Source: an optimization exercise on an open RTL-to-GDS flow (aim: small area, a short achievable clock period and few clock cycles per item). Production flows keep margins and buffers that such runs may drop.
Only simulation tests tie the RTL to the original design; equivalence was not proved.

## build 59
==> flow/design.v (excerpt) <==
module mul_div_unit #(
  parameter int XLEN = 32
) (
  input  logic            CLK,
  input  logic            RESET_N,
  input  logic            start,
  input  logic            flush,
  input  logic [4:0]      ALU_sel,
  input  logic [XLEN-1:0] operand1,
  input  logic [XLEN-1:0] operand2,
  output logic            is_md,
  output logic            busy,
  output logic            done,
  output logic [XLEN-1:0] result
);
Size: roughly 4300 cells after synthesis, ~180 flip-flops.
export LEC_CHECK = 0
export ABC_AREA = 1
export CAP_MARGIN = 20
export CORE_MARGIN = 2
export CORE_UTILIZATION = 40
export SETUP_SLACK_MARGIN = 5
export SLEW_MARGIN = 20
create_clock -name core_clock -period 11.0 [get_ports {CLK}]
run.sh (not shown) runs the stock make flow with config.mk's settings and CLKGATE_MAP_FILE= SYNTH_SCRIPT=/design/flow/synth_recipe.tcl, a recipe that flattens the netlist after the stock synthesis.
Testbench counts of build 59, summed over its fixed seeds: cycles 10,330, ops 2,400.
Input changes introduced in build 12 (baseline for comparison: build 59):
-- flow/design.v --
<<< build 59, line 23
  logic [63:0]  r_acc;        
  logic [4:0]   r_cnt;        
  logic [8:0]   r_win;        
  logic [31:0]  r_result;
  assign is_md = (ALU_sel[4:3] == 2'b01);
>>> build 12, line 23
  logic [63:0]  r_acc;        
  logic [4:0]   r_cnt;        
  logic [11:0]  r_bs;         
  logic [31:0]  r_result;
  assign is_md = (ALU_sel[4:3] == 2'b01);
<<< build 59, line 63
  wire [8:0] w_wina = window(w_a_ext, w_topa);
  wire [8:0] w_winb = window(w_b_ext, w_topb);
  wire [8:0] w_win  = r_win;
  logic [41:0] w_pp [4];
  logic [3:0]  w_neg;
  always_comb begin
    for (int i = 0; i < 4; i++) begin
      logic b2, b1, b0, one, two;
      logic [33:0] mag, p;
      b0 = w_win[2*i];
      b1 = w_win[2*i+1];
      b2 = w_win[2*i+2];
      one = b1 ^ b0;
      two = (b2 & ~b1 & ~b0) | (~b2 & b1 & b0);
      mag = one ? {r_x[32], r_x} : (two ? {r_x, 1'b0} : 34'd0);
      p   = b2 ? ~mag : mag;
>>> build 12, line 63
  wire [8:0] w_wina = window(w_a_ext, w_topa);
  wire [8:0] w_winb = window(w_b_ext, w_topb);
  function automatic logic [11:0] bsel(input logic [8:0] w);
    for (int i = 0; i < 4; i++) begin
      logic b2, b1, b0;
      b0 = w[2*i];
      b1 = w[2*i+1];
      b2 = w[2*i+2];
      bsel[3*i]   = b1 ^ b0;
      bsel[3*i+1] = (b2 & ~b1 & ~b0) | (~b2 & b1 & b0);
      bsel[3*i+2] = b2;
    end
  endfunction
  logic [41:0] w_pp [4];
  logic [3:0]  w_neg;
  always_comb begin
    for (int i = 0; i < 4; i++) begin
      logic b2, one, two;
      logic [33:0] mag, p;
      one = r_bs[3*i];
      two = r_bs[3*i+1];
      b2  = r_bs[3*i+2];
      mag = one ? {r_x[32], r_x} : (two ? {r_x, 1'b0} : 34'd0);
      p   = b2 ? ~mag : mag;
<<< build 59, line 147
        r_acc   <= {32'd0, ALU_sel[2] ? w_abs_a : 32'd0};
        r_cnt   <= {2'b00, w_swap ? w_topa : w_topb};
        r_win   <= w_swap ? w_wina : w_winb;
      end
      S_MUL: begin
        r_acc <= w_acc_nx;
        r_cnt <= r_cnt - 5'd1;
        r_win <= window(r_y, r_cnt[2:0] - 3'd1);
      end
      S_DPREP: begin
>>> build 12, line 155
        r_acc   <= {32'd0, ALU_sel[2] ? w_abs_a : 32'd0};
        r_cnt   <= {2'b00, w_swap ? w_topa : w_topb};
        r_bs    <= bsel(w_swap ? w_wina : w_winb);
      end
      S_MUL: begin
        r_acc <= w_acc_nx;
        r_cnt <= r_cnt - 5'd1;
        r_bs  <= bsel(window(r_y, r_cnt[2:0] - 3'd1));
      end
      S_DPREP: begin
--- outcome ---
In summary, build 12 completed successfully, with a layout that passed the timing, design-rule and antenna checks.
From build 59 to build 12 the numbers moved as follows: area of the mapped netlist moved up; unique cell type count in the Yosys netlist moved down; final critical path time including I/O delays and setup moved down; proportion of synthesized flip-flops having asynchronous set or reset moved down.
Between build 59 and build 12, the portion of the layout cell area used by clock cells figures differ only marginally.
Build 12 reports a higher area added between synthesis and finish than build 59 does.
In the flow results for build 12 and build 59, the global-route usage is larger on build 12.
Going from build 59 to build 12, synthesized cell count rose about 0.4%, smallest setup slack after layout now sits higher.
Testbench counts of build 12, summed over its fixed seeds: cycles 10,330, ops 2,400.

* * *

== v6 ==
The RTL this note starts from:
==> flow/design.v <==
module mul_div_unit #(
  parameter int XLEN = 32
) (
  input  logic            CLK,
  input  logic            RESET_N,
  input  logic            start,
  input  logic            flush,
  input  logic [4:0]      ALU_sel,
  input  logic [XLEN-1:0] operand1,
  input  logic [XLEN-1:0] operand2,
  output logic            is_md,
  output logic            busy,
  output logic            done,
  output logic [XLEN-1:0] result
);
  typedef enum logic [2:0] {S_IDLE, S_MUL, S_DPREP, S_DIV, S_FIX, S_DONE} state_t;
  state_t       r_state;
  logic [2:0]   r_op;
  logic         r_neg_q;      
  logic         r_neg_r;      
  logic [32:0]  r_x;          
  logic [32:0]  r_y;          
  logic [63:0]  r_acc;        
  logic [4:0]   r_cnt;        
  logic [11:0]  r_bs;         
  logic [1:0]   r_dlt;        
  logic [31:0]  r_result;
  assign is_md = (ALU_sel[4:3] == 2'b01);
  wire w_accept = (r_state == S_IDLE) && start && is_md && !flush;
  wire w_sa = !(ALU_sel[1] & ALU_sel[0]);
  wire w_sb = !ALU_sel[1];
  wire [32:0] w_a_ext = {w_sa & operand1[31], operand1};
  wire [32:0] w_b_ext = {w_sb & operand2[31], operand2};
  function automatic logic [3:0] chunks(input logic [32:0] v);
    chunks[0] = !((&v[32:7])  | ~(|v[32:7]));
    chunks[1] = !((&v[32:15]) | ~(|v[32:15]));
    chunks[2] = !((&v[32:23]) | ~(|v[32:23]));
    chunks[3] = !((&v[32:31]) | ~(|v[32:31]));
  endfunction
  wire [3:0] w_ta = chunks(w_a_ext);
  wire [3:0] w_tb = chunks(w_b_ext);
  wire       w_swap = |(w_tb & ~w_ta);           
  wire        w_dsgn  = !ALU_sel[0];
  wire        w_neg_a = w_dsgn & operand1[31];
  wire        w_neg_b = w_dsgn & operand2[31];
  wire [31:0] w_abs_a = w_neg_a ? (~operand1 + 32'd1) : operand1;
  wire [31:0] w_abs_b = w_neg_b ? (~operand2 + 32'd1) : operand2;
  function automatic logic [5:0] lzc(input logic [31:0] v);
    lzc = 6'd32;
    for (int i = 0; i < 32; i++) if (v[i]) lzc = 6'(31 - i);
  endfunction
  function automatic logic [31:0] smear(input logic [31:0] v);    
    smear = v | (v >> 1);
    smear = smear | (smear >> 2);
    smear = smear | (smear >> 4);
    smear = smear | (smear >> 8);
    smear = smear | (smear >> 16);
  endfunction
  wire        w_bz   = (operand2 == 32'd0);
  wire        w_qz   = ((w_abs_a & ~(smear(w_abs_b) >> 1)) == 32'd0);
  wire [5:0]  w_la   = lzc(r_acc[31:0]);
  wire [5:0]  w_lb   = lzc(r_x[31:0]);
  wire [4:0]  w_sh   = 5'(w_lb - w_la);
  function automatic logic [3:0] sgroups(input logic [32:0] v);
    logic [31:0] u;
    u = v[31:0] ^ {32{v[32]}};      
    sgroups = {3'd0, |u[31:3]}  + {3'd0, |u[31:7]}  + {3'd0, |u[31:11]} + {3'd0, |u[31:15]}
            + {3'd0, |u[31:19]} + {3'd0, |u[31:23]} + {3'd0, |u[31:27]} + {3'd0, u[31]};
  endfunction
  wire [4:0]  w_gsum   = {1'b0, sgroups(w_a_ext)} + {1'b0, sgroups(w_b_ext)};
  wire        w_hshort = (ALU_sel[1:0] != 2'b00) && (w_gsum <= 5'd6);
  wire        w_hneg = (w_a_ext[32] ^ w_b_ext[32]) && (operand1 != 32'd0) && (operand2 != 32'd0);
  function automatic logic [8:0] window(input logic [32:0] v, input logic [2:0] j);
    logic [40:0] vx;
    vx = {{7{v[32]}}, v, 1'b0};
    case (j)
      3'd0:    window = vx[8:0];
      3'd1:    window = vx[16:8];
      3'd2:    window = vx[24:16];
      3'd3:    window = vx[32:24];
      default: window = vx[40:32];
    endcase
  endfunction
  function automatic logic [2:0] count4(input logic [3:0] t);
    count4 = {2'b00, t[0]} + {2'b00, t[1]} + {2'b00, t[2]} + {2'b00, t[3]};
  endfunction
  wire [2:0] w_topa = count4(w_ta);
  wire [2:0] w_topb = count4(w_tb);
  wire [8:0] w_wina = window(w_a_ext, w_topa);
  wire [8:0] w_winb = window(w_b_ext, w_topb);
  function automatic logic [11:0] bsel(input logic [8:0] w);
    for (int i = 0; i < 4; i++) begin
      logic b2, b1, b0;
      b0 = w[2*i];
      b1 = w[2*i+1];
      b2 = w[2*i+2];
      bsel[3*i]   = b1 ^ b0;
      bsel[3*i+1] = (b2 & ~b1 & ~b0) | (~b2 & b1 & b0);
      bsel[3*i+2] = b2;
    end
  endfunction
  logic [41:0] w_pp [4];
  logic [3:0]  w_neg;
  always_comb begin
    for (int i = 0; i < 4; i++) begin
      logic b2, one, two;
      logic [33:0] mag, p;
      one = r_bs[3*i];
      two = r_bs[3*i+1];
      b2  = r_bs[3*i+2];
      mag = one ? {r_x[32], r_x} : (two ? {r_x, 1'b0} : 34'd0);
      p   = b2 ? ~mag : mag;
      w_neg[i] = b2;
      w_pp[i]  = {{8{p[33]}}, p} << (2*i);
    end
  end
  wire [41:0] w_low = {2'b01, r_acc[31:0], 8'd0} + w_pp[0] + w_pp[1] + w_pp[2] + w_pp[3]
                    + {35'd0, w_neg[3], 1'b0, w_neg[2], 1'b0, w_neg[1], 1'b0, w_neg[0]};
  function automatic logic [23:0] adj24(input logic [23:0] v, input logic [1:0] d);
    adj24 = d[1] ? (v + 24'd1) : (d[0] ? (v - 24'd1) : v);
  endfunction
  wire [15:0] w_up16   = r_dlt[1] ? (r_acc[55:40] + 16'd1) : (r_dlt[0] ? (r_acc[55:40] - 16'd1) : r_acc[55:40]);
  wire [63:0] w_acc_nx = {w_up16, r_acc[39:32], w_low[39:0]};
  wire [1:0]  w_dlt_nx = {w_low[41], !w_low[41] && !w_low[40]};
  wire [31:0] w_hi     = {adj24(r_acc[63:40], r_dlt), r_acc[39:32]};
  wire [31:0] w_ra   = r_acc[31:0];
  wire [31:0] w_d0  = r_x[31:0];
  wire [31:0] w_d1  = {1'b0, r_x[31:1]};
  wire [32:0] w_s0  = {1'b0, w_ra} - {1'b0, w_d0};
  wire        w_q0  = !w_s0[32];
  wire [31:0] w_r0  = w_q0 ? w_s0[31:0] : w_ra;
  wire [32:0] w_s1  = {1'b0, w_r0} - {1'b0, w_d1};
  wire        w_q1  = !w_s1[32];
  wire [31:0] w_r1  = w_q1 ? w_s1[31:0] : w_r0;
  wire        w_one = (r_cnt == 5'd0);                  
  wire        w_last = (r_cnt[4:1] == 4'd0);
  wire [31:0] w_rem_nx = w_one ? w_r0 : w_r1;
  wire [31:0] w_quo_nx = w_one ? {r_acc[62:32], w_q0} : {r_acc[61:32], w_q0, w_q1};
  wire        w_div_neg = r_op[1] ? r_neg_r : r_neg_q;
  wire        w_lo      = r_op[2] ? r_op[1] : (r_op[1:0] == 2'b00);
  wire [31:0] w_sel     = w_lo ? r_acc[31:0] : w_hi;
  wire [31:0] w_fix_res = ~w_sel + 32'd1;
  always_ff @(posedge CLK or negedge RESET_N) begin
    if (!RESET_N) begin
      r_state  <= S_IDLE;
      r_result <= '0;
    end else begin
      case (r_state)
        S_IDLE:  if (w_accept) begin
                   if (!ALU_sel[2])        r_state <= w_hshort ? S_DONE : S_MUL;
                   else if (w_bz || w_qz)  r_state <= (ALU_sel[1] && w_neg_a) ? S_FIX : S_DONE;
                   else                    r_state <= S_DPREP;
                 end
        S_MUL:   if (flush) r_state <= S_IDLE;
                 else if (r_cnt[2:0] == 3'd0) r_state <= S_DONE;
        S_DPREP: if (flush) r_state <= S_IDLE;
                 else r_state <= S_DIV;
        S_DIV:   if (flush) r_state <= S_IDLE;
                 else if (w_last) r_state <= w_div_neg ? S_FIX : S_DONE;
        S_FIX:   if (flush) r_state <= S_IDLE;
                 else r_state <= S_DONE;
        S_DONE: begin
          r_state  <= S_IDLE;
          r_result <= w_sel;
        end
        default: r_state <= S_IDLE;
      endcase
    end
  end
  always_ff @(posedge CLK) begin
    case (r_state)
      S_IDLE: if (w_accept) begin
        r_op    <= ALU_sel[2:0];
        r_neg_q <= (w_neg_a ^ w_neg_b) && !w_bz;
        r_neg_r <= w_neg_a;
        r_x     <= ALU_sel[2] ? {1'b0, w_abs_b} : (w_swap ? w_b_ext : w_a_ext);
        r_y     <= w_swap ? w_a_ext : w_b_ext;
        r_acc   <= ALU_sel[2] ? {{32{w_bz}}, w_abs_a} : {{32{w_hshort && w_hneg}}, 32'd0};
        r_cnt   <= {2'b00, w_swap ? w_topa : w_topb};
        r_bs    <= bsel(w_swap ? w_wina : w_winb);
        r_dlt   <= 2'b00;
      end
      S_MUL: begin
        r_acc <= w_acc_nx;
        r_dlt <= w_dlt_nx;
        r_cnt <= r_cnt - 5'd1;
        r_bs  <= bsel(window(r_y, r_cnt[2:0] - 3'd1));
      end
      S_DPREP: begin
        r_x   <= {1'b0, r_x[31:0] << w_sh};
        r_cnt <= w_sh;
      end
      S_DIV: begin
        r_acc <= {w_quo_nx, w_rem_nx};
        r_x   <= {2'b00, r_x[32:2]};
        r_cnt <= r_cnt - 5'd2;
      end
      S_FIX: r_acc <= {w_fix_res, w_fix_res};
      default: ;
    endcase
  end
  assign busy   = (r_state != S_IDLE);
  assign done   = (r_state == S_DONE);
  assign result = (r_state == S_DONE) ? w_sel : r_result;
endmodule
Settings: LEC_CHECK=0, ABC_AREA=1, CAP_MARGIN=20, CORE_MARGIN=2, CORE_UTILIZATION=40, SETUP_SLACK_MARGIN=5, SLEW_MARGIN=20; clock period 11.0 ns.
Testbench counts of v6, summed over its fixed seeds: cycles 9,321, ops 2,400.
> inputs changed (v6 -> v7)
--- a/flow/design.v
+++ b/flow/design.v
@@ -46,29 +46,30 @@
   wire [31:0] w_abs_a = w_neg_a ? (~operand1 + 32'd1) : operand1;
   wire [31:0] w_abs_b = w_neg_b ? (~operand2 + 32'd1) : operand2;
   function automatic logic [5:0] lzc(input logic [31:0] v);
-    lzc = 6'd32;
-    for (int i = 0; i < 32; i++) if (v[i]) lzc = 6'(31 - i);
-  endfunction
-  function automatic logic [31:0] smear(input logic [31:0] v);    
-    smear = v | (v >> 1);
-    smear = smear | (smear >> 2);
-    smear = smear | (smear >> 4);
-    smear = smear | (smear >> 8);
-    smear = smear | (smear >> 16);
-  endfunction
+    logic [7:0] nz;
+    logic [1:0] pos [8];
+    logic [3:0] h4;
+    logic [1:0] h2;
+    logic [2:0] ln;
+    for (int j = 0; j < 8; j++) begin
+      nz[j]  = |v[4*j +: 4];
+      pos[j] = v[4*j+3] ? 2'd0 : (v[4*j+2] ? 2'd1 : (v[4*j+1] ? 2'd2 : 2'd3));
+    end
+    ln[2] = ~|nz[7:4];
+    h4    = ln[2] ? nz[3:0] : nz[7:4];
+    ln[1] = ~|h4[3:2];
+    h2    = ln[1] ? h4[1:0] : h4[3:2];
+    ln[0] = ~h2[1];
+    lzc   = (nz == 8'd0) ? 6'd32 : {1'b0, ln, pos[3'd7 - ln]};
+  endfunction
+  wire [5:0]  w_la   = lzc(w_abs_a);
+  wire [5:0]  w_lb   = lzc(w_abs_b);
   wire        w_bz   = (operand2 == 32'd0);
-  wire        w_qz   = ((w_abs_a & ~(smear(w_abs_b) >> 1)) == 32'd0);
-  wire [5:0]  w_la   = lzc(r_acc[31:0]);
-  wire [5:0]  w_lb   = lzc(r_x[31:0]);
+  wire        w_qz   = (w_la > w_lb);
   wire [4:0]  w_sh   = 5'(w_lb - w_la);
-  function automatic logic [3:0] sgroups(input logic [32:0] v);
-    logic [31:0] u;
-    u = v[31:0] ^ {32{v[32]}};      
-    sgroups = {3'd0, |u[31:3]}  + {3'd0, |u[31:7]}  + {3'd0, |u[31:11]} + {3'd0, |u[31:15]}
-            + {3'd0, |u[31:19]} + {3'd0, |u[31:23]} + {3'd0, |u[31:27]} + {3'd0, u[31]};
-  endfunction
-  wire [4:0]  w_gsum   = {1'b0, sgroups(w_a_ext)} + {1'b0, sgroups(w_b_ext)};
-  wire        w_hshort = (ALU_sel[1:0] != 2'b00) && (w_gsum <= 5'd6);
+  wire [5:0]  w_lsa  = lzc(w_a_ext[31:0] ^ {32{w_a_ext[32]}});
+  wire [5:0]  w_lsb  = lzc(w_b_ext[31:0] ^ {32{w_b_ext[32]}});
+  wire        w_hshort = (ALU_sel[1:0] != 2'b00) && ({1'b0, w_lsa} + {1'b0, w_lsb} >= 7'd33);
   wire        w_hneg = (w_a_ext[32] ^ w_b_ext[32]) && (operand1 != 32'd0) && (operand2 != 32'd0);
   function automatic logic [8:0] window(input logic [32:0] v, input logic [2:0] j);
     logic [40:0] vx;
@@ -176,7 +177,7 @@
         r_x     <= ALU_sel[2] ? {1'b0, w_abs_b} : (w_swap ? w_b_ext : w_a_ext);
         r_y     <= w_swap ? w_a_ext : w_b_ext;
         r_acc   <= ALU_sel[2] ? {{32{w_bz}}, w_abs_a} : {{32{w_hshort && w_hneg}}, 32'd0};
-        r_cnt   <= {2'b00, w_swap ? w_topa : w_topb};
+        r_cnt   <= ALU_sel[2] ? w_sh : {2'b00, w_swap ? w_topa : w_topb};
         r_bs    <= bsel(w_swap ? w_wina : w_winb);
         r_dlt   <= 2'b00;
       end
@@ -186,10 +187,7 @@
         r_cnt <= r_cnt - 5'd1;
         r_bs  <= bsel(window(r_y, r_cnt[2:0] - 3'd1));
       end
-      S_DPREP: begin
-        r_x   <= {1'b0, r_x[31:0] << w_sh};
-        r_cnt <= w_sh;
-      end
+      S_DPREP: r_x <= {1'b0, r_x[31:0] << r_cnt};
       S_DIV: begin
         r_acc <= {w_quo_nx, w_rem_nx};
         r_x   <= {2'b00, r_x[32:2]};
==> comparison <==
For v7 and v6, there was not a single run that failed to finish clean.
v6 was smaller in final cell area than v7.
Delta (v7 minus v6): met1 global-route usage -2.1 points; wire length of the first global-routing pass +about 6%; total met3 wirelength after detailed routing -3.5 mm; count of buffering cells on the critical path with inverters included -1.
v7 — worst setup slack 850 ps higher, v6 as reference
Side by side, wire length after detailed routing turned out higher in v7 than in v6.
In terms of global routing usage on met2, v6 and v7 differ only marginally.
Looking at XOR/XNOR share of the synthesized area, v7 sits 1.5 points below v6.
v7 vs v6, initial antenna violation count went down by 1.
Testbench counts of v7, summed over its fixed seeds: cycles 9,142, ops 2,400.

-- re-timing with driven ports --
In the flow no input, the clock included, has a driving cell. The finished layouts below were timed again as built, in two steps.
Step 1 sets driving cells, clkbuf_16 on the clock port and buf_2 on the other inputs (assumed; they add their load-dependent delay and slew).
Step 2 times the ports against the registers' clock, not the clock port: input delays grow and output delays shrink by t, the midpoint of the rising clock arrivals with the driver on.
a / b / c = no drivers / after step 1 / after step 2; a / b = the first two.
run | shift t [ns] | slack for setup (ns) | hold slack, ns | worst slew at a driven data input, ns
build 59 | 0.555 | 5.007 / 5.007 / 4.610 | 0.502 / 0.502 / 0.502 | 0.04
build 12 | 0.567 | 5.084 / 5.029 / 4.563 | 0.484 / 0.484 / 0.484 | 0.05
v6 | 0.563 | 4.017 / 4.026 / 3.463 | 0.486 / 0.486 / 0.486 | 0.07
v7 | 0.571 | 4.864 / 4.897 / 4.326 | 0.485 / 0.485 / 0.485 | 0.06
After both steps every run listed still meets setup and hold. The setup slack of v6, which loses most, moves by +0.009 ns with the drivers and by -0.554 ns with both steps.
